What follows belongs to an exercise in optimizing a design on an open flow for a short achievable clock period and few clock cycles; a production flow would make more cautious choices.
Where RTL was checked, it was by simulation tests only, not by an equivalence proof against the original.
Power and IR drop assume default switching activity.

## old
Design bsr_scheduler_top, start of the top module:
module bsr_scheduler_top (
    input  wire logic                       clk,
    input  wire logic                       rst_n,
    input  wire logic                       start,
    input  wire logic [16-1:0]      cfg_num_block_rows,
    output logic                            row_ptr_rd_en,
    output logic [16-1:0]           row_ptr_rd_addr,
    input  wire logic [32-1:0]      row_ptr_rd_data,
    output logic                            col_idx_rd_en,
    output logic [32-1:0]           col_idx_rd_addr,
    input  wire logic [16-1:0]      col_idx_rd_data,
    output logic                            block_rd_en,
    output logic [32-1:0]           block_rd_addr,
    input  wire logic [8-1:0]     block_rd_data,
    output logic                            systolic_valid,
    output logic [64*8-1:0] systolic_block,
    output logic [16-1:0]           systolic_block_row,
    output logic [16-1:0]           systolic_block_col,
    input  wire logic                       systolic_ready,
    input  wire logic                       systolic_done,
    output logic                            done,
    output logic                            busy,
    output logic [32-1:0]           blocks_processed
);
    logic                   rd_on;       
    logic                   run;         
    logic                   done_r;      
    logic                   nidle;       
    logic                   init;        
    logic                   init_ok;     
    logic                   init2;       
    logic                   go;          
    logic                   e_v;         
    logic [16-1:0]  w_row;       
    logic [16-1:0]  rp_addr;     
    logic                   rp_good;     
    logic [32-1:0]  w_end;       
    logic                   w_ld;        
    logic                   w_end_v;     
    logic                   eq0_r;       
    logic                   eq1_r;       
    logic                   offer_r;     
    logic [32-1:0]  e_blk;       
    logic                   ee0_r;       
    logic                   ee1_r;       
    logic [32-1:0]  w_blk;       
    logic [32-1:0]  w_blk1;      
    logic [32-1:0]  col_addr;    
    logic [32-1:0]  rd_addr;     
    logic [32-1:0]  nxt_addr;    
    logic [6-1:0] prev_sel;  
  ...
Size: roughly 2,000 cells after synthesis, roughly 890 flip-flops, about 740 I/O pins, ~0.031 mm² of cells after synthesis.
Settings: LEC_CHECK=0, ABC_CLOCK_PERIOD_IN_PS=1800, CAP_MARGIN=20, CORE_MARGIN=2, CORE_UTILIZATION=55, SETUP_SLACK_MARGIN=3.2, SLEW_MARGIN=20; clock period 5.0 ns.
standard.sh (not shown) runs the stock make flow with config.mk's settings and CLKGATE_MAP_FILE= SYNTH_SCRIPT=/design/flow/synth_recipe.tcl, a recipe that flattens the netlist after the stock synthesis.
==> flow/flow/run.sh <==
#!/bin/bash
# The standard layout, with one extra step before detailed placement: each
# output port's buffer is moved next to the register that drives it
# (flow/move_obuf.tcl). Output of the make run goes to standard.log here.
set -euo pipefail
export PRE_DETAIL_PLACE_TCL="$PWD/flow/move_obuf.tcl"
bash standard.sh > standard.log 2>&1
==> flow/flow/move_obuf.tcl <==
# Move each output port's buffer next to the cell that drives it, so the
# driving register sees a short wire and the stronger buffer drives the long
# wire to the pin.
set block [ord::get_db_block]
set moved 0
foreach bterm [$block getBTerms] {
  if {[$bterm getIoType] != "OUTPUT"} { continue }
  set net [$bterm getNet]
  if {$net == "NULL"} { continue }
  set buf ""
  foreach iterm [$net getITerms] {
    if {[$iterm isOutputSignal]} { set buf [$iterm getInst] }
  }
  if {$buf == ""} { continue }
  set innet ""
  foreach it [$buf getITerms] {
    if {[$it isInputSignal]} { set innet [$it getNet] }
  }
  if {$innet == "" || $innet == "NULL"} { continue }
  set drv ""
  foreach it [$innet getITerms] {
    if {[$it isOutputSignal]} { set drv [$it getInst] }
  }
  if {$drv == ""} { continue }
  if {[[$drv getMaster] isBlock]} { continue }
  if {[$buf getPlacementStatus] == "FIRM" || [$buf getPlacementStatus] == "LOCKED"} { continue }
  set loc [$drv getLocation]
  $buf setLocation [lindex $loc 0] [lindex $loc 1]
  incr moved
}
puts "move_obuf: moved $moved output buffers next to their drivers"
Per the final summary, old finished and its layout is clean on timing, DRC and antenna.
Testbench counts of old, summed over its fixed seeds: cycles 52,706.
--- input diff old..new ---
--- a/flow/design.v
+++ b/flow/design.v
@@ -36,22 +36,25 @@
     output logic                            systolic_valid,
     output logic [64*8-1:0] systolic_block,
     output logic [16-1:0]           systolic_block_row,
     output logic [16-1:0]           systolic_block_col,
     input  wire logic                       systolic_ready,
     input  wire logic                       systolic_done,
     output logic                            done,
     output logic                            busy,
     output logic [32-1:0]           blocks_processed
 );
     logic                   rd_on;       
+    logic                   col_on;      
+    logic                   blk_on;      
+    logic                   ndone_i;     
     logic                   run;         
     logic                   done_r;      
     logic                   nidle;       
     logic                   init;        
     logic                   init_ok;     
     logic                   init2;       
     logic                   go;          
     logic                   e_v;         
     logic [16-1:0]  w_row;       
     logic [16-1:0]  rp_addr;     
     logic                   rp_good;     
@@ -88,22 +91,25 @@
     wire keep0     = in_byte && (!full || handover);
     wire last_byte = go && lb_r;
     wire w_eq      = offer_r ? eq1_r : eq0_r;     
     wire e_eq      = offer_r ? ee1_r : ee0_r;     
     wire w_has     = w_end_v && !w_eq;            
     wire w_step    = w_end_v && w_eq && !e_eq;    
     wire offer     = w_has && (last_byte || pend);
     wire finish    = e_v && e_eq && !valid_i && (!in_array || systolic_done);
     always_ff @(posedge clk or negedge rst_n) begin
         if (!rst_n) begin
             rd_on     <= 1'b0;
+            col_on    <= 1'b0;
+            blk_on    <= 1'b0;
+            ndone_i   <= 1'b1;
             run       <= 1'b0;
             done_r    <= 1'b0;
             nidle     <= 1'b0;
             init      <= 1'b0;
             init_ok   <= 1'b0;
             init2     <= 1'b0;
             go        <= 1'b0;
             e_v       <= 1'b0;
             rp_addr   <= '0;
             rp_good   <= 1'b0;
             w_ld      <= 1'b0;
@@ -112,45 +118,48 @@
             lb_r      <= 1'b0;
             full      <= 1'b0;
             pend      <= 1'b0;
             valid_r   <= 1'b0;
             in_array  <= 1'b0;
             hs_r      <= 1'b0;
             offer_r   <= 1'b0;
             count_o   <= '0;
         end else begin
             offer_r <= go && offer;
             rd_on   <= 1'b1;
+            col_on  <= rd_on;
+            blk_on  <= col_on;
             rp_good <= 1'b1;
             done_r  <= 1'b0;
+            ndone_i <= 1'b1;
             hs_r    <= 1'b0;
             e_v     <= go;
             lb_r    <= go && !rejected && (nxt_addr[6-1:0] == '0);
             if (start_acc) begin
                 nidle    <= 1'b1;
                 run      <= 1'b1;
                 init     <= 1'b1;
                 init_ok  <= rd_on;             
                 rp_addr  <= rd_on ? cfg_num_block_rows : '0;
                 rp_good  <= 1'b0;
                 w_ld     <= 1'b0;
                 w_end_v  <= 1'b0;
                 go       <= 1'b0;
                 e_v      <= 1'b0;
                 prev_v   <= 1'b0;
                 full     <= 1'b0;
                 pend     <= 1'b0;
                 valid_r  <= 1'b0;
                 in_array <= 1'b0;
                 count_o  <= '0;
-            end else if (done_r) begin
+            end else if (!ndone_i) begin
                 nidle <= 1'b0;                 
             end else if (init) begin
                 if (init_ok) begin
                     init    <= 1'b0;
                     init2   <= 1'b1;
                     rp_addr <= 16'(1);
                     rp_good <= 1'b0;
                 end else begin
                     init_ok <= 1'b1;
                     rp_addr <= cfg_num_block_rows;    
                     rp_good <= 1'b0;
@@ -183,22 +192,23 @@
                     valid_r  <= 1'b0;
                     full     <= 1'b0;
                     in_array <= 1'b1;
                     hs_r     <= 1'b1;
                 end else if (systolic_done) begin
                     in_array <= 1'b0;
                 end
                 if (hs_r) count_o <= count1;
                 if (finish) begin
                     run     <= 1'b0;
                     done_r  <= 1'b1;
+                    ndone_i <= 1'b0;
                     go      <= 1'b0;
                     rp_addr <= '0;             
                 end
             end
         end
     end
     always_ff @(posedge clk) begin
         if (start_acc) begin
             w_row  <= '0;
             count1 <= 32'(1);
         end else if (go) begin
@@ -232,21 +242,21 @@
         end
         if (last_byte) systolic_block_col <= col_idx_rd_data;   
         if (offer) systolic_block_row <= w_row;
     end
     always_comb begin
         for (int k = 0; k < 64; k++) begin
             systolic_block[k*8 +: 8] = blk_mem[k];
         end
     end
     assign row_ptr_rd_en    = rd_on;
     assign row_ptr_rd_addr  = rp_addr;
-    assign col_idx_rd_en    = rd_on;
+    assign col_idx_rd_en    = col_on;
     assign col_idx_rd_addr  = col_addr;
-    assign block_rd_en      = rd_on;
+    assign block_rd_en      = blk_on;
     assign block_rd_addr    = rd_addr;
     assign systolic_valid   = valid_r;
     assign done             = done_r;
     assign busy             = run;
     assign blocks_processed = count_o;
 endmodule
 `default_nettype wire
### Flow results
new | stages: all done | timing, DRC, antenna: all pass
Between new and old, the overall global routing resource usage is lower for new.
Changes observed in new relative to old: area share of fa/ha/maj cells after synthesis now sits at about the same level; core box area rose 0.39%.
Relative to old, the non-clock buffer count of new is higher by 0.74%.
Compared with old, new shows a lower combinational group share of total power.
When new is set beside old, its area growth from synthesis to final layout turns out to be 0.31 points smaller.
new consumes less power than old does.
The placed cell area on old is in line with that on new.
Delta (new minus old): clock buffer and inverter area fraction after layout decreased by 0.26 points relative to the old numbers; number of global-route vias before repair increased by 112 relative to the old numbers; area of the die increased by 280 µm² relative to the old numbers.
Of new and old, new shows the lower minimum clock period after layout, with old above it.
For new, only the layout was checked, not whether the RTL still works.

[separate check: timing with driven ports]
No port has a modelled driver above. Below, the same layouts with a new extraction and two added sets of constraints. Step 1: set_driving_cell puts a clkbuf_16 on clk and a buf_2 on each other input, an assumption about the parent block. Step 2, shift: input delay + t, output delay - t, t = (earliest + latest rising clock arrival at the registers) / 2. This alone moves slack from input paths to output paths. Three values: ideal, step 1, step 2; two values: the first two.
run	t, ns	setup WS [ns]	worst setup path at the end	worst register clock-pin slew, ns	worst data-port slew with drivers (ns)
old	0.703	2.713 / 2.646 / 2.498	input to register	0.07 / 0.07	0.09
new	0.704	2.756 / 2.691 / 2.421	input to register	0.07 / 0.07	0.13
After both steps every run listed still meets setup and hold. For new, which loses most, drivers alone change the setup slack by -0.065 ns; drivers and shift together by -0.335 ns.
